From an optimization exercise on the open Yosys and OpenROAD flow, aimed at a short achievable clock period and few clock cycles; shortcuts taken in it are not production practice.
At most, simulation tests tie the RTL to the original design; equivalence was not proved.
No functional check of the RTL was part of runs 1 to 4.
Power is estimated from default activity; no workload was simulated.

==> flow/config.mk <==
export PLATFORM = sky130hd
export DESIGN_NAME = core_top
export DESIGN_NICKNAME = core_top
export VERILOG_FILES = /design/flow/design.v
export SDC_FILE = /design/flow/constraint.sdc
export NUM_CORES = 4
export LEC_CHECK = 0
export ABC_CLOCK_PERIOD_IN_PS = 2500
export CAP_MARGIN = 20
export CORE_MARGIN = 2
export CORE_UTILIZATION = 65
export PLACE_DENSITY = 0.75
export SLEW_MARGIN = 20
==> flow/constraint.sdc <==
create_clock -name core_clock -period 8.0 [get_ports {clk}]
set_input_delay 1.6000 -clock core_clock [delete_from_list [all_inputs] [get_ports {clk}]]
set_output_delay 1.6000 -clock core_clock [all_outputs]
set_load 0.01 [all_outputs]
==> flow/design.v <==
package cpu_pkg;
    parameter int WORD_W    = 16;
    parameter int BYTE_W    = 8;
    parameter int PADDR_W   = 20;
    parameter int REG_IDX_W = 3;
endpackage
`timescale 1ns/100ps
module core_top (
    input  logic        clk,
    input  logic        rst,
    output logic [19:0] rom_addr,
    input  logic [7:0]  rom_data,
    output logic        mem_en,
    output logic        mem_we,
    output logic [19:0] mem_addr,
    output logic [15:0] mem_wdata,
    input  logic [15:0] mem_rdata,
    output logic        halted
);
    localparam logic [1:0] R_OP    = 2'd0;
    localparam logic [1:0] R_MODRM = 2'd1;
    localparam logic [1:0] R_D0    = 2'd2;
    localparam logic [1:0] R_D1    = 2'd3;
    localparam logic [15:0] K_DATA = 16'h1000;
    localparam logic [15:0] K_PUSH = 16'h1FFE;   
    localparam logic [15:0] K_POP  = 16'h2000;
    logic [15:0] pc;
    logic [7:0]  b;          
    logic [1:0]  role;       
    logic        disc;       
    logic        need2;      
    logic        fe_done;    
    logic [7:0]  op_r;
    logic [7:0]  m_r;
    logic [7:0]  lo_r;
    logic        hlt_seen;
    logic        inst_mem;   
    logic        p_mr, p_d1, p_d2, p_push, p_pop, p_hlt;
    logic        p_mod11, p_nd1, p_nd2;
    logic        o_imm, o_a;
    logic [15:0] rom_pc;     
    logic        u_valid;
    logic        u_load, u_store, u_push, u_pop, u_imm;
    logic [2:0]  u_dst;
    logic [15:0] u_k;
    logic        u_bx, u_bp, u_si, u_di, u_sp, u_stack;
    logic [7:0]  u_selw;     
    logic [7:0]  u_selb;     
    logic [7:0]  u_wlo;      
    logic [7:0]  u_whi;      
    logic [7:0]  u_rmask;    
    logic [7:0]  u_wmask;    
    logic [15:0] regs [8];
    logic [7:0]  ld1_m, ld2_m, ld3_m;    
    logic        m_mem, m_we, m_stack;
    logic [15:0] m_s, m_c, m_wdata;
    logic        stall;
    logic        go;
    assign rom_addr = {4'h0, rom_pc};
    logic        n_valid, n_load, n_store, n_push, n_pop, n_imm;
    logic [2:0]  n_dst;
    logic [15:0] n_k;
    logic        n_bx, n_bp, n_si, n_di, n_sp, n_stack;
    logic [7:0]  n_selw, n_selb, n_wlo, n_whi;
    logic [7:0]  n_rmask, n_wmask;
    logic [1:0]  role_n;
    logic        disc_n;
    logic        need2_n;
    logic        skip;
    logic        d_hlt;
    function automatic logic [7:0] onehot(input logic [2:0] i);
        onehot = 8'd1 << i;
    endfunction
    function automatic logic [1:0] disp_n(input logic [7:0] m);
        case (m[7:6])
            2'b00:   disp_n = (m[2:0] == 3'b110) ? 2'd2 : 2'd0;
            2'b01:   disp_n = 2'd1;
            2'b10:   disp_n = 2'd2;
            default: disp_n = 2'd0;
        endcase
    endfunction
    function automatic logic [3:0] bases(input logic [7:0] m);
        case (m[2:0])
            3'd0:    bases = 4'b1010;
            3'd1:    bases = 4'b1001;
            3'd2:    bases = 4'b0110;
            3'd3:    bases = 4'b0101;
            3'd4:    bases = 4'b0010;
            3'd5:    bases = 4'b0001;
            3'd6:    bases = (m[7:6] == 2'b00) ? 4'b0000 : 4'b0100;
            default: bases = 4'b1000;
        endcase
    endfunction
    function automatic logic [7:0] base_mask(input logic [3:0] bs);
        base_mask = {bs[0], bs[1], bs[2], 1'b0, bs[3], 3'b000};
    endfunction
    task automatic mem_uop(input logic [7:0] op, input logic [7:0] m);
        n_valid = 1'b1;
        n_load  = op[1];
        n_store = !op[1];
        n_dst   = m[5:3];
        n_selw  = op[1] ? 8'h00 : onehot(m[5:3]);
        {n_bx, n_bp, n_si, n_di} = bases(m);
        n_rmask = base_mask(bases(m)) | n_selw;
    endtask
    task automatic byte_write(input logic [2:0] d);
        n_wlo   = d[2] ? 8'h00 : onehot({1'b0, d[1:0]});
        n_whi   = d[2] ? onehot({1'b0, d[1:0]}) : 8'h00;
        n_wmask = onehot({1'b0, d[1:0]});
    endtask
    always_comb begin
        n_valid = 1'b0;
        n_load  = 1'b0;
        n_store = 1'b0;
        n_push  = 1'b0;
        n_pop   = 1'b0;
        n_imm   = 1'b0;
        n_dst   = 3'd0;
        n_k     = K_DATA;
        n_bx    = 1'b0;
        n_bp    = 1'b0;
        n_si    = 1'b0;
        n_di    = 1'b0;
        n_sp    = 1'b0;
        n_stack = 1'b0;
        n_selw  = 8'h00;
        n_selb  = 8'h00;
        n_wlo   = 8'h00;
        n_whi   = 8'h00;
        n_rmask = 8'h00;
        n_wmask = 8'h00;
        role_n  = R_OP;
        disc_n  = 1'b0;
        need2_n = need2;
        skip    = 1'b0;
        d_hlt   = 1'b0;
        case (role)
            R_OP: begin
                if (p_mr) begin
                    role_n = R_MODRM;
                end else if (p_d1 | p_d2) begin
                    role_n  = R_D0;
                    need2_n = p_d2;
                end
                if (p_push) begin
                    n_valid = 1'b1;
                    n_push  = 1'b1;
                    n_selw  = onehot(b[2:0]);
                    n_sp    = 1'b1;
                    n_stack = 1'b1;
                    n_k     = K_PUSH;
                    n_rmask = onehot(b[2:0]) | 8'h10;
                    n_wmask = 8'h10;
                end
                if (p_pop) begin
                    n_valid = 1'b1;
                    n_pop   = 1'b1;
                    n_dst   = b[2:0];
                    n_sp    = 1'b1;
                    n_stack = 1'b1;
                    n_k     = K_POP;
                    n_rmask = 8'h10;
                    n_wmask = 8'h10;
                end
                d_hlt = p_hlt;
            end
            R_MODRM: begin
                if (p_mod11) begin
                    n_valid = 1'b1;
                    if (op_r[0]) begin
                        n_selw  = onehot(op_r[1] ? b[2:0] : b[5:3]);
                        n_wlo   = onehot(op_r[1] ? b[5:3] : b[2:0]);
                        n_whi   = n_wlo;
                        n_wmask = n_wlo;
                        n_rmask = n_selw;
                    end else begin
                        n_selb  = onehot(op_r[1] ? b[2:0] : b[5:3]);
                        byte_write(op_r[1] ? b[5:3] : b[2:0]);
                        n_rmask = onehot({1'b0, op_r[1] ? b[1:0] : b[4:3]});
                    end
                end else if (!op_r[0]) begin
                    if (p_nd1) begin
                        role_n  = R_D0;
                        disc_n  = 1'b1;
                        need2_n = 1'b0;
                    end
                    if (p_nd2) begin
                        role_n = R_D1;
                        disc_n = 1'b1;
                        skip   = 1'b1;
                    end
                end else if (!p_nd1 && !p_nd2) begin
                    mem_uop(op_r, b);
                end else begin
                    role_n  = R_D0;
                    need2_n = p_nd2;
                end
            end
            R_D0: begin
                if (need2) begin
                    role_n = R_D1;
                end else if (disc) begin
                end else if (o_imm) begin
                    n_valid = 1'b1;
                    n_imm   = 1'b1;
                    n_k     = {b, b};
                    byte_write(op_r[2:0]);
                end else begin
                    mem_uop(op_r, m_r);
                    n_k = {b[7] ? 8'h0F : 8'h10, b};
                end
            end
            default: begin
                if (disc) begin
                end else if (o_imm) begin
                    n_valid = 1'b1;
                    n_imm   = 1'b1;
                    n_k     = {b, lo_r};
                    n_wlo   = onehot(op_r[2:0]);
                    n_whi   = n_wlo;
                    n_wmask = n_wlo;
                end else if (o_a) begin
                    n_valid = 1'b1;
                    n_load  = !op_r[1];
                    n_store = op_r[1];
                    n_selw  = op_r[1] ? 8'h01 : 8'h00;
                    n_rmask = n_selw;
                    n_k     = {b + 8'h10, lo_r};
                end else begin
                    mem_uop(op_r, m_r);
                    n_k = {b + 8'h10, lo_r};
                end
            end
        endcase
        if (fe_done) begin
            n_valid = 1'b0;
        end
        if (!n_valid) begin
            n_wlo = 8'h00;
            n_whi = 8'h00;
        end
    end
    logic        u_mem;
    logic        d_mem;
    assign u_mem = u_load | u_store | u_push | u_pop;
    assign d_mem = (role == R_OP)    ? (p_push | p_pop) :
                   (role == R_MODRM) ? (op_r[0] & !p_mod11) : inst_mem;
    assign stall = u_valid & ((|((u_rmask | u_wmask) & (ld1_m | ld2_m))) |
                              (u_sp & ld3_m[4]));
    assign go    = u_valid & !stall;
    logic        fw_w, fw_bl, fw_bh;
    logic [7:0]  sw, sb;
    logic [15:0] wv;
    logic [7:0]  bv;
    logic [15:0] ewv;
    assign fw_w  = |(u_selw & ld3_m);
    assign fw_bl = |(u_selb[3:0] & ld3_m[3:0]);
    assign fw_bh = |(u_selb[7:4] & ld3_m[3:0]);
    assign sw    = u_selw & ~ld3_m;
    assign sb    = u_selb & ~{ld3_m[3:0], ld3_m[3:0]};
    always_comb begin
        wv = {16{fw_w}} & mem_rdata;
        bv = ({8{fw_bl}} & mem_rdata[7:0]) | ({8{fw_bh}} & mem_rdata[15:8]);
        for (int j = 0; j < 8; j++) begin
            wv = wv | ({16{sw[j]}} & regs[j]);
        end
        for (int j = 0; j < 4; j++) begin
            bv = bv | ({8{sb[j]}} & regs[j][7:0]) | ({8{sb[j + 4]}} & regs[j][15:8]);
        end
        ewv = wv | {bv, bv} | ({16{u_imm}} & u_k);
    end
    logic [15:0] sp;
    logic [15:0] sp_n;
    logic        sp_step;
    logic [15:0] a1r, a2r, a1, a2;
    logic        fw_a1, fw_a2;
    logic [15:0] t;
    logic        hlt_now;
    logic [15:0] pc_1, pc_2;
    assign pc_1 = pc + 16'd1;
    assign pc_2 = pc + 16'd2;
    assign sp      = regs[4];
    assign sp_step = go & (u_push | u_pop);
    assign sp_n    = u_push ? sp - 16'd2 : sp + 16'd2;
    assign a1r   = ({16{u_bx}} & regs[3]) | ({16{u_bp}} & regs[5]) | ({16{u_sp}} & regs[4]);
    assign a2r   = ({16{u_si}} & regs[6]) | ({16{u_di}} & regs[7]);
    assign fw_a1 = (u_bx & ld3_m[3]) | (u_bp & ld3_m[5]);
    assign fw_a2 = (u_si & ld3_m[6]) | (u_di & ld3_m[7]);
    assign a1    = fw_a1 ? mem_rdata : a1r;
    assign a2    = fw_a2 ? mem_rdata : a2r;
    assign t     = m_s + m_c;
    logic        b_last;
    assign b_last  = (role == R_OP    && !(p_mr | p_d1 | p_d2)) ||
                     (role == R_MODRM && !(p_nd1 | p_nd2)) ||
                     (role == R_D0    && !need2) ||
                     (role == R_D1);
    assign hlt_now = !fe_done && b_last && rom_data == 8'hF4;
    always_ff @(posedge clk or negedge rst) begin
        if (!rst) begin
            for (int i = 0; i < 8; i++) begin
                regs[i] <= (i == 4) ? 16'h0100 : 16'h0000;
            end
        end else begin
            for (int i = 0; i < 8; i++) begin
                if (u_wlo[i]) begin
                    regs[i][7:0] <= ewv[7:0];
                end else if (ld3_m[i]) begin
                    regs[i][7:0] <= mem_rdata[7:0];
                end else if (i == 4 && sp_step) begin
                    regs[i][7:0] <= sp_n[7:0];
                end
                if (u_whi[i]) begin
                    regs[i][15:8] <= ewv[15:8];
                end else if (ld3_m[i]) begin
                    regs[i][15:8] <= mem_rdata[15:8];
                end else if (i == 4 && sp_step) begin
                    regs[i][15:8] <= sp_n[15:8];
                end
            end
        end
    end
    always_ff @(posedge clk or negedge rst) begin
        if (!rst) begin
            pc       <= 16'h0000;
            rom_pc   <= 16'h0000;
            role     <= R_D1;
            disc     <= 1'b1;
            fe_done  <= 1'b0;
            hlt_seen <= 1'b0;
            u_valid  <= 1'b0;
            u_wlo    <= 8'h00;
            u_whi    <= 8'h00;
            ld1_m    <= 8'h00;
            ld2_m    <= 8'h00;
            ld3_m    <= 8'h00;
            m_mem    <= 1'b0;
            mem_en   <= 1'b0;
            halted   <= 1'b0;
        end else begin
            if (!stall) begin
                pc      <= skip ? pc_2 : pc_1;
                rom_pc  <= skip ? pc_2 : pc_1;
                role    <= role_n;
                disc    <= disc_n;
                u_valid <= n_valid;
                u_wlo   <= n_wlo;
                u_whi   <= n_whi;
                if (d_hlt) begin
                    fe_done <= 1'b1;
                end
            end
            if (hlt_now) begin
                hlt_seen <= 1'b1;
            end
            ld1_m  <= (go && (u_load || u_pop)) ? onehot(u_dst) : 8'h00;
            ld2_m  <= ld1_m;
            ld3_m  <= ld2_m;
            m_mem  <= go && u_mem;
            mem_en <= m_mem;
            if ((hlt_now || hlt_seen) && !d_mem && !(u_valid && u_mem) && !m_mem) begin
                halted <= 1'b1;
            end
        end
    end
    always_ff @(posedge clk) begin
        if (!stall) begin
            b       <= rom_data;
            p_mr    <= rom_data[7:2] == 6'b100010;
            p_d1    <= rom_data[7:3] == 5'b10110;
            p_d2    <= rom_data[7:3] == 5'b10111 || rom_data == 8'hA1 || rom_data == 8'hA3;
            p_push  <= rom_data[7:3] == 5'b01010;
            p_pop   <= rom_data[7:3] == 5'b01011;
            p_hlt   <= rom_data == 8'hF4;
            p_mod11 <= rom_data[7:6] == 2'b11;
            p_nd1   <= disp_n(rom_data) == 2'd1;
            p_nd2   <= disp_n(rom_data) == 2'd2;
            if (role == R_OP) begin
                o_imm <= p_d1 | b[7:3] == 5'b10111;
                o_a   <= b[7:4] == 4'hA;
            end
            if (role == R_OP) begin
                inst_mem <= p_d2 & b[7:4] == 4'hA;
            end else if (role == R_MODRM) begin
                inst_mem <= op_r[0] & !p_mod11;
            end
            need2 <= need2_n;
            if (role == R_OP) begin
                op_r <= b;
            end
            if (role == R_MODRM) begin
                m_r <= b;
            end
            if (role == R_D0) begin
                lo_r <= b;
            end
            u_load  <= n_load;
            u_store <= n_store;
            u_push  <= n_push;
            u_pop   <= n_pop;
            u_imm   <= n_imm;
            u_dst   <= n_dst;
            u_k     <= n_k;
            u_bx    <= n_bx;
            u_bp    <= n_bp;
            u_si    <= n_si;
            u_di    <= n_di;
            u_sp    <= n_sp;
            u_stack <= n_stack;
            u_selw  <= n_selw;
            u_selb  <= n_selb;
            u_rmask <= n_rmask;
            u_wmask <= n_wmask;
        end
        m_we      <= u_store | u_push;
        m_stack   <= u_stack;
        m_s       <= a1 ^ a2 ^ u_k;
        m_c       <= {(a1[14:0] & a2[14:0]) | (a1[14:0] & u_k[14:0]) | (a2[14:0] & u_k[14:0]), 1'b0};
        m_wdata   <= ewv;
        mem_we    <= m_we;
        mem_addr  <= {3'b000, m_stack ? (t[15:13] == 3'b000) : (t[15:12] == 4'h0), t};
        mem_wdata <= m_wdata;
    end
endmodule
==> flow/flow/run.sh <==
#!/bin/bash
# The standard layout, with timing repair aimed at a setup slack of 6.0 ns.
set -euo pipefail
bash standard.sh SETUP_SLACK_MARGIN=6.0 finish > make_finish.log 2>&1
==> flow/standard.sh <==
#!/bin/bash
# synth_recipe.tcl (not shown) runs the flow's synth.tcl, then flattens the netlist and writes it again
# the make line also repeats each setting of config.mk as NAME=value (left out here)
make -C /OpenROAD-flow-scripts/flow DESIGN_CONFIG=/design/flow/config.mk WORK_HOME=/design/flow/orfs CLKGATE_MAP_FILE= SYNTH_SCRIPT=/design/flow/synth_recipe.tcl "${@:-finish}"
==> Implementation_results.wiki, run 1 <==
{| class="wikitable"
! Metric !! Value
|-
| Result of the run || stopped before the end
|-
| Post-synthesis instance area || 19,200 um^2
|-
| Root buffer cell || clkbuf_16
|-
| Buffer depth of the longest clock path || 3
|-
| Number of hold-repair buffers added at the cts stage || 0
|-
| Cts bufs inserted || 40
|-
| Kind of endpoint with the least setup slack || top-level output
|-
| HPWL after DPL || 40,000 um
|-
| Routability Congestion || 0.981
|-
| Ports placed on the boundary || 85
|-
| Overall die width || 176 um
|-
| Pin count of the biggest net entering global routing || 128
|-
| Yosys top cell area share || 0.241
|-
| Post-place setup slack || 4.15 ns
|-
| Post-synth EDFFs || 101
|-
| Tool error || [ERROR GRT-0232] Routing congestion too high. Check the congestion heatmap in the GUI.
|-
| Warnings from Yosys || 2
|-
| Dominant cells by area after synthesis || dfrtp_1 24%, edfxtp_1 16%, dfxtp_1 8.7%
|-
| Cell type contributing the most total cell area after synthesis || dfrtp_1
|-
| Fraction of registers with async set or reset after synthesis || 0.507
|-
| Pin ending the worst setup path after global-route repair || rom_addr[9]
|-
| Part of the Yosys area used for sequential elements || 0.491
|-
| Number of I/O port buffers || 77
|-
| Die Span Y || 176 um
|-
| Deepest level of the CTS H-tree || 2
|-
| Number of instances in the placed design || 2,238
|-
| Cells after synthesis || 1,903
|-
| GRT Resource Usage Total || 0.978
|-
| GR Overflow Total || 1,953
|-
| Library cells used by synthesis || 91
|-
| Flip-flop and latch count after synthesis || 373
|-
| Commonest register cell after synthesis || dfrtp_1
|-
| Row Count || 62
|-
| Total number of clock tree sinks || 373
|-
| Stage where the flow stopped || 5_1_grt
|-
| Post-synthesis average cell area || 10.1 um^2
|-
| Effective utilization at floorplan || 0.665
|}
-- Yosys cell counts (all sizes together), types with 5 or more instances --
cell type / instances
buf: 33
a31oi: 6
nand4: 15
a21o: 8
or2: 7
o211ai: 11
a22oi: 83
o22ai: 29
o21a: 21
clkbuf: 128
a21oi: 190
and2: 11
mux2i: 18
a22o: 23
a2111oi: 11
edfxtp: 101
o2111ai: 6
a221o: 7
nand3b: 43
o21ai: 66
xnor2: 19
inv: 47
and3: 15
nor3b: 6
or3: 9
ha: 31
a211oi: 106
nor2: 121
a222oi: 32
nor2b: 113
nand3: 40
o31ai: 10
nand2b: 21
nand2: 109
a21boi: 10
o221ai: 5
xor2: 21
dfxtp: 83
fa: 17
dfrtp: 185
nor3: 28
-- kinds of logic after synthesis --
logic type               after synthesis  synth area share
XOR/XNOR                              40            0.0183
buffers and inverters                208            0.0438
flip-flops                           373             0.491
AND/OR/NAND/NOR                      558             0.155
AO/OA/AOI/OAI                        656             0.243
multiplexers                          19           0.00998
other                                  1          0.000195
adder cells (fa/ha/maj)               48            0.0380
-- metrics by stage --
step           instance area, um^2  total power [mW]  utilization
2_1_floorplan                20100              2.80            -
3_3_place_gp                 20500              3.15        0.711
3_5_place_dp                 20500              3.17        0.711
4_1_cts                      25900              5.32        0.897
-- how the worst max path moves through the flow --
stage | start | endpoint | slack [ns] | depth (start not counted)
after floorplan | u_sp | u_whi[0] | 5.18 | 8
after global placement | mem_rdata[15] | regs[4][15] | 4.17 | 7
after CTS | rom_pc[9] | rom_addr[9] | 5.32 | 1
after detailed placement | mem_rdata[15] | regs[4][15] | 4.15 | 7
-- routing by layer --
layer	GRT overflow	global-route usage
met1	100	0.913
met2	1267	1.18
met3	98	0.803
met4	478	1.08
met5	10	0.537
-- power by group through the flow --
| stage | Combinational (mW) | Sequential [mW] | Clock [mW] |
|---|---|---|---|
| after floorplan | 0.494 | 2.31 | 0 |
| after CTS | 1.13 | 2.31 | 1.88 |
| after global placement | 0.755 | 2.39 | 0 |
| after detailed placement | 0.773 | 2.40 | 0 |
-- timing repair --
item	in CTS
pin swaps	108
endpoints found under the setup margin	531
buffers inserted	211
resized for setup	853
gates cloned	16
==> run 2, diff against run 1 <==
--- a/flow/design.v
+++ b/flow/design.v
@@ -281,7 +281,10 @@
     assign pc_2 = pc + 16'd2;
     assign sp      = regs[4];
     assign sp_step = go & (u_push | u_pop);
-    assign sp_n    = u_push ? sp - 16'd2 : sp + 16'd2;
+    logic [15:0] sp_m2, sp_p2;
+    assign sp_m2   = sp - 16'd2;
+    assign sp_p2   = sp + 16'd2;
+    assign sp_n    = u_push ? sp_m2 : sp_p2;
     assign a1r   = ({16{u_bx}} & regs[3]) | ({16{u_bp}} & regs[5]) | ({16{u_sp}} & regs[4]);
     assign a2r   = ({16{u_si}} & regs[6]) | ({16{u_di}} & regs[7]);
     assign fw_a1 = (u_bx & ld3_m[3]) | (u_bp & ld3_m[5]);
@@ -302,19 +305,19 @@
             end
         end else begin
             for (int i = 0; i < 8; i++) begin
-                if (u_wlo[i]) begin
-                    regs[i][7:0] <= ewv[7:0];
-                end else if (ld3_m[i]) begin
-                    regs[i][7:0] <= mem_rdata[7:0];
-                end else if (i == 4 && sp_step) begin
-                    regs[i][7:0] <= sp_n[7:0];
-                end
-                if (u_whi[i]) begin
-                    regs[i][15:8] <= ewv[15:8];
-                end else if (ld3_m[i]) begin
-                    regs[i][15:8] <= mem_rdata[15:8];
-                end else if (i == 4 && sp_step) begin
-                    regs[i][15:8] <= sp_n[15:8];
+                if (i == 4 && sp_step) begin
+                    regs[i] <= sp_n;
+                end else begin
+                    if (u_wlo[i]) begin
+                        regs[i][7:0] <= ewv[7:0];
+                    end else if (ld3_m[i]) begin
+                        regs[i][7:0] <= mem_rdata[7:0];
+                    end
+                    if (u_whi[i]) begin
+                        regs[i][15:8] <= ewv[15:8];
+                    end else if (ld3_m[i]) begin
+                        regs[i][15:8] <= mem_rdata[15:8];
+                    end
                 end
             end
         end
--- a/flow/config.mk
+++ b/flow/config.mk
@@ -8,6 +8,5 @@
 export ABC_CLOCK_PERIOD_IN_PS = 2500
 export CAP_MARGIN = 20
 export CORE_MARGIN = 2
-export CORE_UTILIZATION = 65
-export PLACE_DENSITY = 0.75
+export CORE_UTILIZATION = 40
 export SLEW_MARGIN = 20
==> run 2 against run 1 <==
Net effect: the run now finishes clean; area after synthesis increased by 1.8%; synthesized cell count increased by 0.37%.
==> Implementation_results.wiki, run 2 <==
{| class="wikitable"
! Metric !! Value
|-
| Path type of the worst setup path || flop to primary output
|-
| Most frequently used cell type in the post-synthesis netlist || a21oi_1 (was dfrtp_1)
|-
| Number of filler cells placed in the layout || 3,900
|-
| Library cells used by synthesis || 80 (was 91)
|-
| Placeable Area || 47,900 um^2
|-
| Clock latency reported for the late side of the worst-skew pair || 0.61 ns
|-
| Post-route core utilization || 0.584
|-
| HPWL after DPL || 45,600 um (was 40,000 um)
|-
| Final Hold Fails || 0
|-
| Maximum Capacitance Violations || 0
|-
| Result of the run || no timing/DRC/antenna violations (was stopped before the end)
|-
| Class of the tightest hold or removal check || flop to flop
|-
| Wire length of the first global-routing pass || 125,000 um
|-
| Hold wc startpoint || m_wdata[7]
|-
| Cells after synthesis || 1,910 (was 1,903)
|-
| Final nets || 2,274
|-
| Row Count || 80 (was 62)
|-
| Number of iterations in the first detailed-routing pass || 7
|-
| Wire length per cell || 31.4 um
|-
| Worst Clk Skew || 0.0404 ns
|-
| Cts bufs inserted || 42 (was 40)
|-
| CTS tree || yes
|-
| Routability Congestion || 0.958 (was 0.981)
|-
| Number of DRC markers in iteration 0 || 2,769
|-
| Beginning of the worst register-to-register path || u_push
|-
| TNS Setup || 0 ns
|-
| Worst hold slack after final layout || 0.326 ns
|-
| Dominant cells by area after synthesis || dfrtp_1 24%, edfxtp_1 16%, dfxtp_1 8.5% (was dfrtp_1 24%, edfxtp_1 16%, dfxtp_1 8.7%)
|-
| Leading cell type in the layout, fill and taps excluded || buf_4
|-
| Commonest register cell after synthesis || dfrtp_1 (unchanged)
|-
| Total number of clock tree sinks || 373 (unchanged)
|-
| Antenna viol nets, final || 0
|-
| Post-synthesis average cell area || 10.2 um^2 (was 10.1 um^2)
|-
| Maximum operating frequency || 0.365 GHz
|-
| Antenna violations before repair || 11
|-
| Share of layout cells above drive strength 1 || 0.424
|-
| Signed area change from the synthesized netlist to the final layout || 43.5%
|-
| Drt drc || 0
|-
| Warnings from Yosys || 2 (unchanged)
|-
| Actual slew at the worst max-slew pin || 1.32 ns
|-
| Pin count of the biggest net entering global routing || 101
|-
| Largest register by flop count || regs
|-
| Via density per instance || 6.73
|-
| Clock transition time at the flip-flop clock pins of the worst setup and hold paths || 0.06 ns
|-
| Yosys top cell area share || 0.237 (was 0.241)
|-
| Area of the die || 50,600 um^2
|-
| Via count || 19,200
|-
| Cell types with the highest counts after synthesis || 188 x a21oi_1, 185 x dfrtp_1, 157 x nor2b_1 (was 185 x dfrtp_1, 177 x a21oi_1, 128 x clkbuf_1)
|-
| Origin of the worst setup path || rom_pc[2]
|-
| Sort of element at the start of the critical path || flop
|-
| Worst path top cell family by delay || flip-flops
|-
| Buffer depth of the longest clock path || 3 (unchanged)
|-
| Post-synthesis instance area || 19,500 um^2 (was 19,200 um^2)
|-
| Max_slew headroom || 0.120
|-
| Critical path capture point type || primary output
|-
| Number of I/O port buffers || 77 (unchanged)
|-
| GRT Resource Usage Total || 0.340
|-
| Detailed Route WL || 89,400 um
|-
| Critical path data arrival time || 1.14 ns
|-
| RSZ-0062 raised after global routing || true
|-
| Flip-flop and latch count after synthesis || 373 (unchanged)
|-
| Buffers and inverters on the worst path || 1
|-
| Number of standard cells in the final layout excluding fillers || 2,852
|-
| Root buffer cell || clkbuf_16 (unchanged)
|-
| Required time reported for the critical path endpoint || 6.40 ns
|-
| Crit path time final || 2.74 ns
|-
| Via count of the first global-routing pass || 18,500
|-
| Ports placed on the boundary || 85 (unchanged)
|-
| Power Total || 4.81 mW
|-
| CP cell instances || buf_6
|-
| Post-synth EDFFs || 101 (unchanged)
|-
| Static leakage || 11.8 nW
|-
| Cell type contributing the most total cell area after synthesis || dfrtp_1 (unchanged)
|-
| Largest register FFs || 128
|-
| Largest registers || regs (128), mem_addr (17)
|-
| Die Span Y || 225 um (was 176 um)
|-
| Final setup violating endpoints || 0
|-
| Effective utilization at floorplan || 0.407 (was 0.665)
|-
| Pwr per Cell Area || 172 nW/um^2
|-
| Deepest level of the CTS H-tree || 2 (unchanged)
|-
| Number of instances in the placed design || 2,480 (was 2,238)
|-
| Number of pins exceeding their max-slew limit in the final report || 0
|-
| GR Overflow Total || 0
|-
| Delay of the slowest critical-path stage || 0.41 ns
|-
| Part of the Yosys area used for sequential elements || 0.483 (was 0.491)
|-
| Slowest cell on the critical path || dfrtp_1
|-
| Critical path fanouts, max || 2
|-
| Overall die width || 225 um (was 176 um)
|-
| Top library cells by usage in the layout, fill and taps aside || 184 x buf_4, 172 x dfrtp_1, 143 x nor2b_1, 135 x a21oi_2, 135 x a211oi_1
|-
| Fraction of registers with async set or reset after synthesis || 0.507 (unchanged)
|-
| Final cycle utilization of the critical path || 0.342
|-
| VDD IR-drop max || 0.000217 V
|}
run 2: changes by cell type after synthesis, moves of 13 or more:
cell	previous run	this run
a211oi_1	105	144
a2111oi_4	3	18
a22oi_1	79	66
nand2_1	108	91
nor2_1	121	104
o21ai_0	56	70
nor2b_1	113	157
and3b_1	1	19
nand3b_1	43	11
run 2: layer usage:
| layer | global-route usage | share of wire | vias up |
|---|---|---|---|
| met3 | 0.111 | 0.13 | 531 |
| met5 | 0 | 0.00086 | - |
| li1 | - | - | 7774 |
| met1 | 0.412 | 0.35 | 9343 |
| met4 | 0.284 | 0.10 | 12 |
| met2 | 0.490 | 0.42 | 1532 |
run 2: worst paths after layout:
| check | to | slack (ns) | cells after the start |
|---|---|---|---|
| worst min register to register | mem_wdata[7] | 0.33 | 0 |
| worst max register to register | regs[4][14] | 5.58 | 8 |
| worst min-delay path | mem_wdata[7] | 0.33 | 0 |
| max in group asynchronous | disc | 6.24 | 2 |
| worst max-delay path | rom_addr[2] | 5.26 | 1 |
| min in group asynchronous | regs[5][3] | 0.94 | 1 |
run 2: layout make-up:
cell class / instances / area, um^2 / share of cell area
Inverter: 42 / 178 / 0.00634
Timing Repair inverter: 1 / 8.76 / 0.000313
Sequential cell: 373 / 9490 / 0.339
Multi-Input combinational cell: 1341 / 11600 / 0.414
Tap cell: 615 / 769 / 0.0275
Timing Repair Buffer: 399 / 4550 / 0.162
Clock buffer: 55 / 1190 / 0.0425
Clock inverter: 23 / 220 / 0.00786
Antenna cell: 3 / 7.51 / 0.000268
run 2: repair_timing:
action,in CTS,in global routing
setup buffers,183,79
gates cloned,20,8
hold buffers,0,0
setup endpoints to repair,535,432
resized for setup,773,238
pin swaps,108,145
run 2: power by group:
part,leakage [nW],switching [mW],internal (mW)
Combinational,6.75,0.391,0.311
Sequential,4.35,0.0761,2.04
Clock,0.695,0.842,1.15
Total,11.8,1.31,3.50
run 2: cell families (layout without fill, tap and decap cells):
logic type                 count (synthesis)  after routing  synth area share
DFF                                      373            373             0.483
muxes                                     10             10           0.00532
buffers and inverters                    204            520            0.0417
adders and majority gates                 48             48            0.0373
AOI/OAI and AO/OA                        690            691             0.259
other                                      1             10          0.000192
xor gates and xnor gates                  41             41            0.0184
and+or+nand+nor                          543            544             0.155
run 2: through the flow:
step	worst slack [ns]	cell area (um^2)
floorplan	5.34	20300
CTS	5.25	26000
global route	5.24	28000
finish	5.26	28000
global placement	4.21	21100
detailed placement	4.19	21100
==> run 3, diff against run 2 <==
--- a/flow/design.v
+++ b/flow/design.v
@@ -277,6 +277,9 @@
     logic [15:0] t;
     logic        hlt_now;
     logic [15:0] pc_1, pc_2;
+    logic        halted_n;
+    assign halted_n = halted ||
+                      ((hlt_now || hlt_seen) && !d_mem && !(u_valid && u_mem) && !m_mem);
     assign pc_1 = pc + 16'd1;
     assign pc_2 = pc + 16'd2;
     assign sp      = regs[4];
@@ -342,7 +345,6 @@
         end else begin
             if (!stall) begin
                 pc      <= skip ? pc_2 : pc_1;
-                rom_pc  <= skip ? pc_2 : pc_1;
                 role    <= role_n;
                 disc    <= disc_n;
                 u_valid <= n_valid;
@@ -355,14 +357,13 @@
             if (hlt_now) begin
                 hlt_seen <= 1'b1;
             end
+            rom_pc <= stall ? pc : (skip ? pc_2 : pc_1);
             ld1_m  <= (go && (u_load || u_pop)) ? onehot(u_dst) : 8'h00;
             ld2_m  <= ld1_m;
             ld3_m  <= ld2_m;
             m_mem  <= go && u_mem;
             mem_en <= m_mem;
-            if ((hlt_now || hlt_seen) && !d_mem && !(u_valid && u_mem) && !m_mem) begin
-                halted <= 1'b1;
-            end
+            halted   <= halted_n;
         end
     end
     always_ff @(posedge clk) begin
--- a/flow/config.mk
+++ b/flow/config.mk
@@ -8,5 +8,5 @@
 export ABC_CLOCK_PERIOD_IN_PS = 2500
 export CAP_MARGIN = 20
 export CORE_MARGIN = 2
-export CORE_UTILIZATION = 40
+export CORE_UTILIZATION = 50
 export SLEW_MARGIN = 20
==> run 3 against run 2 <==
Net effect: register-to-register slack got worse by 0.35 ns; first-iteration DRC count up 1.0%; clock-buffer cell count rose by 6; maximum frequency decreased by 1.2%; largest power group unchanged; final cell count decreased by 1.9%; clock skew decreased by 0.021 ns; critical path type is now flop to flop; via count grew 0.35%.
==> Implementation_results.wiki, run 3 <==
{| class="wikitable"
! Metric !! Value
|-
| Routability Congestion || 0.935 (was 0.958)
|-
| Signed area change from the synthesized netlist to the final layout || 52.4% (was 43.5%)
|-
| Via density per instance || 6.89 (was 6.73)
|-
| Die Span Y || 198 um (was 225 um)
|-
| HPWL after DPL || 43,300 um (was 45,600 um)
|-
| Post-synthesis instance area || 18,900 um^2 (was 19,500 um^2)
|-
| Commonest register cell after synthesis || dfrtp_1 (unchanged)
|-
| Largest register by flop count || regs (unchanged)
|-
| Final nets || 2,321 (was 2,274)
|-
| Sort of element at the start of the critical path || flop (unchanged)
|-
| Cts bufs inserted || 43 (was 42)
|-
| Top Metal Used || met4 (was met5)
|-
| Buffer depth of the longest clock path || 3 (unchanged)
|-
| Number of pins exceeding their max-slew limit in the final report || 0 (unchanged)
|-
| Via count || 19,300 (was 19,200)
|-
| GR Overflow Total || 0 (unchanged)
|-
| Final cycle utilization of the critical path || 0.346 (was 0.342)
|-
| Number of standard cells in the final layout excluding fillers || 2,797 (was 2,852)
|-
| Number of cells on the worst hold path || 0 (unchanged)
|-
| Cell types with the highest counts after synthesis || 194 x a21oi_1, 185 x dfrtp_1, 133 x nor2b_1 (was 188 x a21oi_1, 185 x dfrtp_1, 157 x nor2b_1)
|-
| Post-synth EDFFs || 101 (unchanged)
|-
| Post-detailed-placement cell area || 20,400 um^2 (was 21,100 um^2)
|-
| Cell type contributing the most total cell area after synthesis || dfrtp_1 (unchanged)
|-
| Antenna violations before repair || 4 (was 11)
|-
| Top library cells by usage in the layout, fill and taps aside || 188 x buf_4, 171 x dfrtp_1, 144 x a21oi_2, 123 x nor2b_1, 118 x a211oi_1 (was 184 x buf_4, 172 x dfrtp_1, 143 x nor2b_1, 135 x a21oi_2, 135 x a211oi_1)
|-
| Met3 WL || 11,500 um (was 11,400 um)
|-
| Number of iterations in the first detailed-routing pass || 9 (was 7)
|-
| Row Count || 71 (was 80)
|-
| Worst R2R End || regs[4][15] (was regs[4][14])
|-
| CTS tree || yes (unchanged)
|-
| Register-to-register setup slack || 5.23 ns (was 5.58 ns)
|-
| Leading cell type in the layout, fill and taps excluded || buf_4 (unchanged)
|-
| Cells after synthesis || 1,906 (was 1,910)
|-
| Path type of the worst setup path || flop to flop (was flop to primary output)
|-
| Share of layout cells above drive strength 1 || 0.459 (was 0.424)
|-
| Part of the Yosys area used for sequential elements || 0.500 (was 0.483)
|-
| Worst Clk Skew || 0.0195 ns (was 0.0404 ns)
|-
| Final setup violating endpoints || 0 (unchanged)
|-
| Power Total || 4.89 mW (was 4.81 mW)
|-
| TNS Setup || 0 ns (unchanged)
|-
| Largest registers || regs (128), mem_addr (17) (unchanged)
|-
| Overall die width || 198 um (was 225 um)
|-
| Flip-flop and latch count after synthesis || 373 (unchanged)
|-
| Result of the run || no timing/DRC/antenna violations (unchanged)
|-
| Number of hold-repair buffers added at the cts stage || 0 (unchanged)
|-
| Post-synthesis average cell area || 9.90 um^2 (was 10.2 um^2)
|-
| Yosys top cell area share || 0.245 (was 0.237)
|-
| Pwr per Cell Area || 170 nW/um^2 (was 172 nW/um^2)
|-
| Clock transition time at the flip-flop clock pins of the worst setup and hold paths || 0.06 ns (about the same)
|-
| Detailed Route WL || 89,200 um (was 89,400 um)
|-
| Met1 layer wirelength in the final routing || 30,200 um (was 31,500 um)
|-
| Number of instances in the placed design || 2,368 (was 2,480)
|-
| Wire length per cell || 31.9 um (was 31.4 um)
|-
| Max_slew headroom || 0.122 (was 0.120)
|-
| Root buffer cell || clkbuf_16 (unchanged)
|-
| Actual slew at the worst max-slew pin || 1.32 ns (about the same)
|-
| Final Hold Fails || 0 (unchanged)
|-
| Class of the tightest hold or removal check || flop to flop (unchanged)
|-
| Required time reported for the critical path endpoint || 8.49 ns (was 6.40 ns)
|-
| Most frequently used cell type in the post-synthesis netlist || a21oi_1 (unchanged)
|-
| Maximum operating frequency || 0.361 GHz (was 0.365 GHz)
|-
| Maximum Capacitance Violations || 0 (unchanged)
|-
| Fraction of registers with async set or reset after synthesis || 0.507 (unchanged)
|-
| Beginning of the worst register-to-register path || u_push (unchanged)
|-
| Via count of the first global-routing pass || 18,200 (was 18,500)
|-
| Number of I/O port buffers || 77 (unchanged)
|-
| Static leakage || 12.1 nW (was 11.8 nW)
|-
| Final standard cell area without fillers || 28,800 um^2 (was 28,000 um^2)
|-
| RSZ-0062 raised after global routing || true (unchanged)
|-
| VDD IR-drop max || 0.000220 V (was 0.000217 V)
|-
| Wire length of the first global-routing pass || 124,000 um (was 125,000 um)
|-
| Area of the die || 39,300 um^2 (was 50,600 um^2)
|-
| Crit path time final || 2.77 ns (was 2.74 ns)
|-
| Clock latency reported for the late side of the worst-skew pair || 0.60 ns (was 0.61 ns)
|-
| GRT Resource Usage Total || 0.443 (was 0.340)
|-
| Critical path fanouts, max || 7 (was 2)
|-
| Largest register FFs || 128 (unchanged)
|-
| Antenna viol nets, final || 0 (unchanged)
|-
| Worst-case reg-to-reg path depth || 10 (was 8)
|-
| Hold wc startpoint || m_wdata[7] (unchanged)
|-
| Endpoint with the worst hold slack || mem_wdata[7] (unchanged)
|-
| Pin count of the biggest net entering global routing || 70 (was 101)
|-
| Deepest level of the CTS H-tree || 2 (unchanged)
|-
| Dominant cells by area after synthesis || dfrtp_1 25%, edfxtp_1 16%, dfxtp_1 8.8% (was dfrtp_1 24%, edfxtp_1 16%, dfxtp_1 8.5%)
|-
| Effective utilization at floorplan || 0.505 (was 0.407)
|-
| Post-route core utilization || 0.769 (was 0.584)
|-
| Placeable Area || 37,400 um^2 (was 47,900 um^2)
|-
| Library cells used by synthesis || 77 (was 80)
|-
| Number of DRC markers in iteration 0 || 2,798 (was 2,769)
|-
| Warnings from Yosys || 2 (unchanged)
|-
| Met2 WL post-DR || 37,900 um (was 37,400 um)
|-
| Critical path data arrival time || 3.26 ns (was 1.14 ns)
|-
| Total number of clock tree sinks || 373 (unchanged)
|-
| Critical path capture point type || flop (was primary output)
|-
| Drt drc || 0 (unchanged)
|-
| Ports placed on the boundary || 85 (unchanged)
|}
==> run 3: logic make-up after synthesis <==
group | count (synthesis) | synth area share
AOI/OAI and AO/OA | 659 | 0.240
other | 1 | 0.000199
buffers and inverters | 214 | 0.0449
and+or+nand+nor | 567 | 0.156
DFF | 373 | 0.500
muxes | 5 | 0.00272
adders and majority gates | 48 | 0.0386
xor gates and xnor gates | 39 | 0.0181
==> run 3: how the worst max path moves through the flow <==
stage / cells after the start / from / slack, ns / to
3_3_place_gp: 8 / mem_rdata[11] / 3.97 / regs[4][3]
3_5_place_dp: 8 / mem_rdata[11] / 3.95 / regs[4][3]
5_1_grt: 12 / u_push / 5.15 / regs[4][15]
6_report: 10 / u_push / 5.23 / regs[4][15]
2_1_floorplan: 7 / mem_rdata[15] / 5.04 / regs[4][15]
4_1_cts: 1 / rom_pc[7] / 5.19 / rom_addr[7]
==> run 3: cell type report <==
class	count	area (um^2)
diodes	4	10.0
clock buffers	61	1300
clock inverters	19	201
fillers	2348	8640
inverters	48	221
multi-input cells	1325	11400
flip-flops and latches	373	9480
well taps	511	639
repair buffers	454	5470
repair inverters	2	32.5
==> run 3: critical path, cell delays in order, from the launching register on <==
cell and delay [ns]:
edfxtp_1 0.41, buf_6 0.17, buf_12 0.15, ha_4 0.17, or3_4 0.38, o211ai_1 0.29, a31oi_2 0.19, a31oi_4 0.34
xnor2_2 0.14, a32oi_1 0.18, a21bo_2 0.24
==> run 3: layer usage <==
metal	vias to the layer above	track usage
met5	-	0
met4	0	0.395
met3	600	0.166
met2	1591	0.642
met1	9262	0.510
li1	7807	-
==> run 3: timing repair <==
action	4_1_cts	5_1_grt
gates resized for setup	945	254
gates cloned	31	4
endpoints found under the setup margin	549	396
setup buffers	217	93
pin swaps	174	131
==> run 3: power breakdown <==
| group | leakage [nW] | internal [mW] | total [mW] | switching, mW |
|---|---|---|---|---|
| Sequential | 4.35 | 2.03 | 2.11 | 0.0744 |
| Combinational | 7.05 | 0.308 | 0.694 | 0.386 |
| Clock | 0.735 | 1.24 | 2.09 | 0.857 |
==> run 3: per-stage QoR <==
step           setup slack, ns  hold WS (ns)
4_1_cts                   5.19         0.325
6_report                  5.23         0.324
2_1_floorplan             5.04         0.310
5_1_grt                   5.15         0.336
3_5_place_dp              3.95         0.312
3_3_place_gp              3.97         0.310
==> run 4, diff against run 3 <==
--- a/flow/config.mk
+++ b/flow/config.mk
@@ -8,5 +8,5 @@
 export ABC_CLOCK_PERIOD_IN_PS = 2500
 export CAP_MARGIN = 20
 export CORE_MARGIN = 2
-export CORE_UTILIZATION = 50
+export CORE_UTILIZATION = 40
 export SLEW_MARGIN = 20
==> run 4 against run 3 <==
Net effect: still clean on timing, DRC and antenna; global-route usage fell by 9.0 points; combinational power up 3.5%; power down 2.3%; area after synthesis did not move; non-clock buffer count increased by 52; clock skew up 0.0020 ns; clock power is 6% lower.
==> Implementation_results.wiki, run 4 <==
{| class="wikitable"
! Metric !! Value
|-
| Row Count || 79 (was 71)
|-
| Max_slew headroom || 0.162 (was 0.122)
|-
| Largest registers || regs (128), mem_addr (17) (unchanged)
|-
| Signed area change from the synthesized netlist to the final layout || 54.9% (was 52.4%)
|-
| Routing layer with the top usage in global route || met2 (unchanged)
|-
| Sequential cell area || 9470 um^2 (was 9480 um^2)
|-
| Via count of the first global-routing pass || 18,900 (was 18,200)
|-
| Pwr per Cell Area || 164 nW/um^2 (was 170 nW/um^2)
|-
| Final Hold Fails || 0 (unchanged)
|-
| Effective utilization at floorplan || 0.405 (was 0.505)
|-
| Post-synthesis average cell area || 9.90 um^2 (unchanged)
|-
| Routability Congestion || 0.934 (was 0.935)
|-
| Drt drc || 0 (unchanged)
|-
| Number of hold-repair buffers added at the cts stage || 0 (unchanged)
|-
| Via density per instance || 6.71 (was 6.89)
|-
| Worst-case reg-to-reg path depth || 14 (was 10)
|-
| Register-to-register setup slack || 5.27 ns (was 5.23 ns)
|-
| Buffer depth of the longest clock path || 3 (unchanged)
|-
| End point of the critical path || regs[4][9] (was regs[4][15])
|-
| Cts bufs inserted || 43 (unchanged)
|-
| Deepest level of the CTS H-tree || 2 (unchanged)
|-
| Actual slew at the worst max-slew pin || 1.26 ns (was 1.32 ns)
|-
| Cells after synthesis || 1,906 (unchanged)
|-
| Ports placed on the boundary || 85 (unchanged)
|-
| Via count || 19,700 (was 19,300)
|-
| Clock latency reported for the late side of the worst-skew pair || 0.59 ns (was 0.60 ns)
|-
| Top library cells by usage in the layout, fill and taps aside || 225 x buf_4, 173 x dfrtp_1, 123 x a21oi_2, 122 x buf_6, 120 x nor2b_1 (was 188 x buf_4, 171 x dfrtp_1, 144 x a21oi_2, 123 x nor2b_1, 118 x a211oi_1)
|-
| Clock transition time at the flip-flop clock pins of the worst setup and hold paths || 0.06 ns (about the same)
|-
| Part of the Yosys area used for sequential elements || 0.500 (unchanged)
|-
| Delay of the slowest critical-path stage || 0.45 ns (was 0.41 ns)
|-
| Maximum Capacitance Violations || 0 (unchanged)
|-
| GRT Resource Usage Total || 0.353 (was 0.443)
|-
| Commonest register cell after synthesis || dfrtp_1 (unchanged)
|-
| Final setup violating endpoints || 0 (unchanged)
|-
| Cell with the most instances on the worst path || buf_6
|-
| Library cells used by synthesis || 77 (unchanged)
|-
| Cell types with the highest counts after synthesis || 194 x a21oi_1, 185 x dfrtp_1, 133 x nor2b_1 (unchanged)
|-
| Global-route track usage on met2 || 0.500 (was 0.642)
|-
| Crit path time final || 2.73 ns (was 2.77 ns)
|-
| Leading cell type in the layout, fill and taps excluded || buf_4 (unchanged)
|-
| Root buffer cell || clkbuf_16 (unchanged)
|-
| Number of pins exceeding their max-slew limit in the final report || 0 (unchanged)
|-
| Slowest cell on the critical path || edfxtp_1 (unchanged)
|-
| Critical path data arrival time || 3.21 ns (was 3.26 ns)
|-
| Wire length of the first global-routing pass || 127,000 um (was 124,000 um)
|-
| Result of the run || no timing/DRC/antenna violations (unchanged)
|-
| Largest register FFs || 128 (unchanged)
|-
| Antenna viol nets, final || 0 (unchanged)
|-
| HPWL after DPL || 43,700 um (was 43,300 um)
|-
| Wire length per cell || 31.2 um (was 31.9 um)
|-
| Class of the tightest hold or removal check || flop to flop (unchanged)
|-
| Die Span Y || 221 um (was 198 um)
|-
| Antenna violations before repair || 8 (was 4)
|-
| Total number of clock tree sinks || 373 (unchanged)
|-
| Number of iterations in the first detailed-routing pass || 10 (was 9)
|-
| Share of layout cells above drive strength 1 || 0.465 (was 0.459)
|-
| Beginning of the worst register-to-register path || u_push (unchanged)
|-
| Critical path capture point type || flop (unchanged)
|-
| Post-route core utilization || 0.628 (was 0.769)
|-
| CTS tree || yes (unchanged)
|-
| Yosys top cell area share || 0.245 (unchanged)
|-
| Cell type contributing the most total cell area after synthesis || dfrtp_1 (unchanged)
|-
| Grt met3 use || 0.157 (was 0.166)
|-
| Overall die width || 221 um (was 198 um)
|-
| Fraction of registers with async set or reset after synthesis || 0.507 (unchanged)
|-
| Warnings from Yosys || 2 (unchanged)
|-
| Post-synth EDFFs || 101 (unchanged)
|-
| Post-synthesis instance area || 18,900 um^2 (unchanged)
|-
| Flip-flop and latch count after synthesis || 373 (unchanged)
|-
| Required time reported for the critical path endpoint || 8.48 ns (was 8.49 ns)
|-
| Number of filler cells placed in the layout || 3,475 (was 2,348)
|-
| Largest register by flop count || regs (unchanged)
|-
| Maximum operating frequency || 0.366 GHz (was 0.361 GHz)
|-
| Sort of element at the start of the critical path || flop (unchanged)
|-
| Most frequently used cell type in the post-synthesis netlist || a21oi_1 (unchanged)
|-
| RSZ-0062 raised after global routing || true (unchanged)
|-
| Final nets || 2,373 (was 2,321)
|-
| Placeable Area || 46,600 um^2 (was 37,400 um^2)
|-
| Area of the die || 48,900 um^2 (was 39,300 um^2)
|-
| CP cell instances || buf_12 > inv_4 > fa_2 > nand2b_4 > a21oi_4 > buf_6 > buf_6 > buf_6 > buf_6 > o21a_1 > a21oi_2 > xnor2_1 > a21oi_1 > a21oi_1 (was buf_6 > buf_12 > ha_4 > or3_4 > o211ai_1 > a31oi_2 > a31oi_4 > xnor2_2 > a32oi_1 > a21bo_2)
|-
| Detailed Route WL || 91,700 um (was 89,200 um)
|-
| Met1 track demand over resource in global routing || 0.410 (was 0.510)
|-
| GR Overflow Total || 0 (unchanged)
|-
| Number of DRC markers in iteration 0 || 3,100 (was 2,798)
|-
| Worst Clk Skew || 0.0215 ns (was 0.0195 ns)
|-
| Static leakage || 12.3 nW (was 12.1 nW)
|-
| Path type of the worst setup path || flop to flop (unchanged)
|-
| Final cycle utilization of the critical path || 0.341 (was 0.346)
|-
| Pin count of the biggest net entering global routing || 98 (was 70)
|-
| Worst R2R End || regs[4][9] (was regs[4][15])
|-
| Critical path fanouts, max || 3 (was 7)
|-
| Number of I/O port buffers || 77 (unchanged)
|-
| VDD IR-drop max || 0.000193 V (was 0.000220 V)
|-
| Origin of the worst setup path || u_push (unchanged)
|-
| Total area of multi-input combinational cells || 11,500 um^2 (was 11,400 um^2)
|-
| TNS Setup || 0 ns (unchanged)
|-
| Dominant cells by area after synthesis || dfrtp_1 25%, edfxtp_1 16%, dfxtp_1 8.8% (unchanged)
|}
[run 4: cell counts after synthesis]
Identical to the previous run, type by type.
[run 4: area by class of cell]
type,instances,share of cell area
timing repair buffer,506,0.201
tap,607,0.0260
inverter,48,0.00715
multi-input combinational,1325,0.394
antenna,4,0.000342
clock inverter,14,0.00449
timing repair inverter,2,0.00111
sequential,373,0.324
clock buffer,65,0.0421
[run 4: layer usage]
layer,part of all wire,up-vias,routed length (um)
met5,0.0013,-,123
met2,0.41,1681,38000
met4,0.11,8,9670
met1,0.34,9526,31400
met3,0.14,605,12500
li1,-,7924,-
[run 4: repair_timing]
action,CTS,global route
gates cloned,24,9
resized for setup,993,245
setup buffers,276,89
pin swaps,161,134
endpoints found under the setup margin,531,434
[run 4: cells by family after synthesis]
family | count (synthesis) | share of synthesized area
AOI/OAI and AO/OA | 659 | 0.240
and+or+nand+nor | 567 | 0.156
muxes | 5 | 0.00272
xor gates and xnor gates | 39 | 0.0181
DFF | 373 | 0.500
buffers and inverters | 214 | 0.0449
other | 1 | 0.000199
adders and majority gates | 48 | 0.0386
[run 4: through the flow]
step           std cells  cell area [um^2]  hold WS (ns)  worst slack [ns]  total power [mW]
2_1_floorplan       1912             19700         0.310              5.04              2.37
4_1_cts             2842             27200         0.326              5.25              4.67
3_3_place_gp        2463             20500         0.311              3.93              2.56
6_report            2944             29200         0.324              5.27              4.78
5_1_grt             2941             29200         0.331              5.24              4.92
3_5_place_dp        2463             20500         0.312              3.90              2.56
[run 4: power by group]
part	internal (mW)	switching, mW
clock network	1.13	0.830
logic	0.326	0.392
registers	2.03	0.0698
[run 4: worst min path at each step]
| stage | from | end | cells past startpoint |
|---|---|---|---|
| finish | m_wdata[14] | mem_wdata[14] | 0 |
| floorplan | m_s[0] | mem_addr[0] | 0 |
| global placement | m_wdata[9] | mem_wdata[9] | 0 |
| CTS | m_wdata[8] | mem_wdata[8] | 0 |
| global route | m_wdata[7] | mem_wdata[7] | 0 |
| detailed placement | m_wdata[0] | mem_wdata[0] | 0 |
[run 4: worst max-delay path, delay by kind of cell (launching register included)]
kind	cells	cell delay [ns]
AO/OA/AOI/OAI	5	0.85
XOR/XNOR	1	0.18
adder cells (fa/ha/maj)	1	0.38
buffers and inverters	6	0.61
flip-flops	1	0.45
AND/OR/NAND/NOR	1	0.16
==> run 5, diff against run 4 <==
--- a/flow/design.v
+++ b/flow/design.v
@@ -277,6 +277,9 @@
     logic [15:0] t;
     logic        hlt_now;
     logic [15:0] pc_1, pc_2;
+    logic [15:0] rom_pc_1, rom_pc_2;
+    assign rom_pc_1 = {pc[15:1] + 15'(pc[0]), !pc[0]};
+    assign rom_pc_2 = {pc[15:1] + 15'd1, pc[0]};
     logic        halted_n;
     assign halted_n = halted ||
                       ((hlt_now || hlt_seen) && !d_mem && !(u_valid && u_mem) && !m_mem);
@@ -287,7 +290,7 @@
     logic [15:0] sp_m2, sp_p2;
     assign sp_m2   = sp - 16'd2;
     assign sp_p2   = sp + 16'd2;
-    assign sp_n    = u_push ? sp_m2 : sp_p2;
+    assign sp_n    = ({16{u_push}} & sp_m2) | ({16{!u_push}} & sp_p2);
     assign a1r   = ({16{u_bx}} & regs[3]) | ({16{u_bp}} & regs[5]) | ({16{u_sp}} & regs[4]);
     assign a2r   = ({16{u_si}} & regs[6]) | ({16{u_di}} & regs[7]);
     assign fw_a1 = (u_bx & ld3_m[3]) | (u_bp & ld3_m[5]);
@@ -357,7 +360,7 @@
             if (hlt_now) begin
                 hlt_seen <= 1'b1;
             end
-            rom_pc <= stall ? pc : (skip ? pc_2 : pc_1);
+            rom_pc <= stall ? pc : (skip ? rom_pc_2 : rom_pc_1);
             ld1_m  <= (go && (u_load || u_pop)) ? onehot(u_dst) : 8'h00;
             ld2_m  <= ld1_m;
             ld3_m  <= ld2_m;
==> run 5 against run 4 <==
Net effect: critical path depth down 13; area after synthesis up 3.5%; largest power group unchanged; die area up 3.4%; design area down 2.1%; sequential power up 17%; register-to-register slack better by 0.35 ns; core utilization down 3.1 points; setup slack better by 0.0062 ns; via count down 3.3%; hold slack better by 0.0033 ns; still clean; global-route usage down 2.5 points; power up 21%.
==> Implementation_results.wiki, run 5 <==
{| class="wikitable"
! Metric !! Value
|-
| Sort of element at the start of the critical path || flop (unchanged)
|-
| Overall die width || 225 um (was 221 um)
|-
| Path type of the worst setup path || flop to primary output (was flop to flop)
|-
| Combinational fraction of design power || 0.233 (was 0.150)
|-
| Net switching component of the power || 1.78 mW (was 1.29 mW)
|-
| Post-detailed-placement cell area || 21,100 um^2 (was 20,500 um^2)
|-
| Final standard cell area without fillers || 28,600 um^2 (was 29,200 um^2)
|-
| VDD IR-drop max || 0.000187 V (was 0.000193 V)
|-
| Area of the die || 50,600 um^2 (was 48,900 um^2)
|-
| Number of I/O port buffers || 77 (unchanged)
|-
| Post-synth EDFFs || 101 (unchanged)
|-
| Row Count || 80 (was 79)
|-
| Antenna violations before repair || 4 (was 8)
|-
| Sequential share of power || 0.426 (was 0.440)
|-
| Pwr per Cell Area || 202 nW/um^2 (was 164 nW/um^2)
|-
| Actual slew at the worst max-slew pin || 1.31 ns (was 1.26 ns)
|-
| Antenna viol nets, final || 0 (unchanged)
|-
| Clock latency reported for the late side of the worst-skew pair || 0.60 ns (was 0.59 ns)
|-
| Dominant cells by area after synthesis || dfrtp_1 26%, edfxtp_1 16%, dfxtp_1 8.5% (was dfrtp_1 25%, edfxtp_1 16%, dfxtp_1 8.8%)
|-
| Root buffer cell || clkbuf_16 (unchanged)
|-
| Largest registers || regs (128), mem_addr (17) (unchanged)
|-
| Via count || 19,100 (was 19,700)
|-
| GRT Resource Usage Total || 0.328 (was 0.353)
|-
| Beginning of the worst register-to-register path || ld3_m[0] (was u_push)
|-
| Max_slew headroom || 0.127 (was 0.162)
|-
| Register-to-register setup slack || 5.62 ns (was 5.27 ns)
|-
| Internal power consumption || 4.01 mW (was 3.49 mW)
|-
| Detailed Route WL || 86,700 um (was 91,700 um)
|-
| Worst R2R End || regs[1][15] (was regs[4][9])
|-
| Maximum Capacitance Violations || 0 (unchanged)
|-
| Flip-flop and latch count after synthesis || 389 (was 373)
|-
| Yosys top cell area share || 0.258 (was 0.245)
|-
| CTS tree || yes (unchanged)
|-
| Cell type contributing the most total cell area after synthesis || dfrtp_1 (unchanged)
|-
| Post-synthesis average cell area || 10.1 um^2 (was 9.90 um^2)
|-
| Effective utilization at floorplan || 0.407 (was 0.405)
|-
| Critical path data arrival time || 1.13 ns (was 3.21 ns)
|-
| Critical path capture point type || primary output (was flop)
|-
| Class of the tightest hold or removal check || flop to flop (unchanged)
|-
| TNS Setup || 0 ns (unchanged)
|-
| Wire length per cell || 29.7 um (was 31.2 um)
|-
| Drt drc || 0 (unchanged)
|-
| Result of the run || no timing/DRC/antenna violations (unchanged)
|-
| Warnings from Yosys || 2 (unchanged)
|-
| Deepest level of the CTS H-tree || 2 (unchanged)
|-
| Commonest register cell after synthesis || dfrtp_1 (unchanged)
|-
| Number of iterations in the first detailed-routing pass || 11 (was 10)
|-
| Via density per instance || 6.56 (was 6.71)
|-
| Largest register FFs || 128 (unchanged)
|-
| Number of pins exceeding their max-slew limit in the final report || 0 (unchanged)
|-
| Static leakage || 12.2 nW (was 12.3 nW)
|-
| Die Span Y || 225 um (was 221 um)
|-
| Buffer depth of the longest clock path || 3 (unchanged)
|-
| Cells after synthesis || 1,931 (was 1,906)
|-
| Final nets || 2,327 (was 2,373)
|-
| Via count of the first global-routing pass || 18,100 (was 18,900)
|-
| Total number of clock tree sinks || 389 (was 373)
|-
| Worst Clk Skew || 0.0272 ns (was 0.0215 ns)
|-
| Post-route core utilization || 0.597 (was 0.628)
|-
| Final setup violating endpoints || 0 (unchanged)
|-
| Share of layout cells above drive strength 1 || 0.420 (was 0.465)
|-
| RSZ-0062 raised after global routing || true (unchanged)
|-
| Required time reported for the critical path endpoint || 6.40 ns (was 8.48 ns)
|-
| Delay of the slowest critical-path stage || 0.40 ns (was 0.45 ns)
|-
| Largest register by flop count || regs (unchanged)
|-
| Worst path top cell family by delay || flip-flops (was compound AO/OA/AOI/OAI gates)
|-
| Routability Congestion || 0.960 (was 0.934)
|-
| GR Overflow Total || 0 (unchanged)
|-
| Placeable Area || 47,900 um^2 (was 46,600 um^2)
|-
| Signed area change from the synthesized netlist to the final layout || 46.5% (was 54.9%)
|-
| Top library cells by usage in the layout, fill and taps aside || 195 x buf_4, 189 x dfrtp_1, 112 x nand2_1, 111 x nor2b_1, 109 x a21oi_2 (was 225 x buf_4, 173 x dfrtp_1, 123 x a21oi_2, 122 x buf_6, 120 x nor2b_1)
|-
| Ports placed on the boundary || 85 (unchanged)
|-
| Part of the Yosys area used for sequential elements || 0.503 (was 0.500)
|-
| Most frequently used cell type in the post-synthesis netlist || dfrtp_1 (was a21oi_1)
|-
| Hold wc startpoint || m_wdata[0] (was m_wdata[14])
|-
| Number of standard cells in the final layout excluding fillers || 2,913 (was 2,944)
|-
| Final Hold Fails || 0 (unchanged)
|-
| Leading cell type in the layout, fill and taps excluded || buf_4 (unchanged)
|-
| Number of cells on the worst hold path || 0 (unchanged)
|-
| Number of DRC markers in iteration 0 || 3,033 (was 3,100)
|-
| Worst-case reg-to-reg path depth || 10 (was 14)
|-
| CP cell instances || buf_2 (was buf_12 > inv_4 > fa_2 > nand2b_4 > a21oi_4 > buf_6 > buf_6 > buf_6 > buf_6 > o21a_1 > a21oi_2 > xnor2_1 > a21oi_1 > a21oi_1)
|-
| Endpoint with the worst hold slack || mem_wdata[0] (was mem_wdata[14])
|-
| Cts bufs inserted || 42 (was 43)
|-
| Final cycle utilization of the critical path || 0.341 (about the same)
|-
| Switch share || 0.308 (was 0.270)
|-
| Wire length of the first global-routing pass || 121,000 um (was 127,000 um)
|-
| Number of filler cells placed in the layout || 3,783 (was 3,475)
|-
| HPWL after DPL || 44,200 um (was 43,700 um)
|-
| Post-synthesis instance area || 19,500 um^2 (was 18,900 um^2)
|-
| Pin count of the biggest net entering global routing || 83 (was 98)
|-
| Cell types with the highest counts after synthesis || 201 x dfrtp_1, 172 x a21oi_1, 134 x nand2_1 (was 194 x a21oi_1, 185 x dfrtp_1, 133 x nor2b_1)
|-
| Clock transition time at the flip-flop clock pins of the worst setup and hold paths || 0.06 ns (about the same)
|-
| Buffers and inverters on the worst path || 1 (was 6)
|-
| Clock group share of total power || 0.341 (was 0.410)
|-
| Fraction of registers with async set or reset after synthesis || 0.527 (was 0.507)
|-
| Power Total || 5.78 mW (was 4.78 mW)
|-
| Library cells used by synthesis || 90 (was 77)
|-
| Maximum operating frequency || 0.367 GHz (was 0.366 GHz)
|-
| Number of instances in the placed design || 2,485 (was 2,463)
|-
| Critical path fanouts, max || 1 (was 3)
|-
| Crit path time final || 2.73 ns (about the same)
|-
| Slowest cell on the critical path || dfrtp_1 (was edfxtp_1)
|}
[run 5: layout make-up]
class,instances,area (um^2),share of cell area
diodes,1,2.50,0.0000874
clock buffers,61,1240,0.0435
clock inverters,17,138,0.00481
inverters,49,228,0.00796
multi-input cells,1330,11200,0.390
flip-flops and latches,389,9870,0.345
well taps,615,769,0.0269
repair buffers,450,5180,0.181
repair inverters,1,5.00,0.000175
[run 5: metal layers]
layer  GRT usage  routed length, um
met5           0                 10
met4       0.232               7880
met3       0.113              11300
met2       0.478              36700
met1       0.406              30800
[run 5: cell families after synthesis]
kind of cell,synth area share
compound gates,0.228
simple gates,0.157
flops,0.503
buf+inv,0.0481
xor+xnor,0.0175
fa+ha+maj,0.0305
mux,0.0155
other cells,0.000192
[run 5: how the worst max path moves through the flow]
stage / start / to / slack, ns / cells after the start
finish: mem_en / mem_en / 5.27 / 1
global route: mem_en / mem_en / 5.26 / 1
CTS: mem_en / mem_en / 5.24 / 1
detailed placement: mem_rdata[13] / regs[4][5] / 4.01 / 7
global placement: mem_rdata[13] / regs[4][5] / 4.03 / 7
floorplan: mem_rdata[13] / regs[4][13] / 5.22 / 7
[run 5: what timing repair did]
item	4_1_cts	5_1_grt
hold endpoints to repair	0	0
pin swaps	113	108
buffers inserted	220	98
cloned	22	9
endpoints found under the setup margin	615	428
hold buffers	0	0
gates resized for setup	785	281
[run 5: power by group through the flow]
| stage | sequential, mW | combinational (mW) | clock, mW |
|---|---|---|---|
| global placement | 2.51 | 0.784 | 0 |
| CTS | 2.44 | 1.13 | 1.99 |
| finish | 2.46 | 1.35 | 1.97 |
| global route | 2.48 | 1.42 | 2.07 |
| floorplan | 2.40 | 0.522 | 0 |
| detailed placement | 2.51 | 0.796 | 0 |
[run 5: metrics by stage]
stage | hold WS (ns) | setup slack, ns
after global placement | 0.310 | 4.03
after CTS | 0.329 | 5.24
after detailed placement | 0.314 | 4.01
after floorplan | 0.310 | 5.22
final | 0.328 | 5.27
after global routing | 0.334 | 5.26
Testbench counts of run 5, summed over its fixed seeds: cycles 31,983.

## static timing again, ports no longer ideal
Ports are ideal in the flow. The routed layouts listed here were re-timed in OpenROAD. Step 1 sets driving cells, clkbuf_16 on the clock port and buf_2 on the other inputs (assumed; they add their load-dependent delay and slew). Step 2, shift: input delay + t, output delay - t, t = (earliest + latest rising clock arrival at the registers) / 2. This alone moves slack from input paths to output paths. Slacks: no drivers / after step 1 / after step 2; pairs: no drivers / after step 1.
run	t (ns)	setup WS [ns]	worst slew at a driven data input, ns
run 2	0.641	5.262 / 5.209 / 5.044	0.19
run 3	0.651	5.229 / 5.176 / 4.868	0.16
run 4	0.635	5.269 / 5.215 / 4.711	0.23
run 5	0.643	5.275 / 5.217 / 4.950	0.15
After both steps setup and hold are still met in every run listed. The setup slack of run 4, which loses most, moves by -0.054 ns with the drivers and by -0.558 ns with both steps.
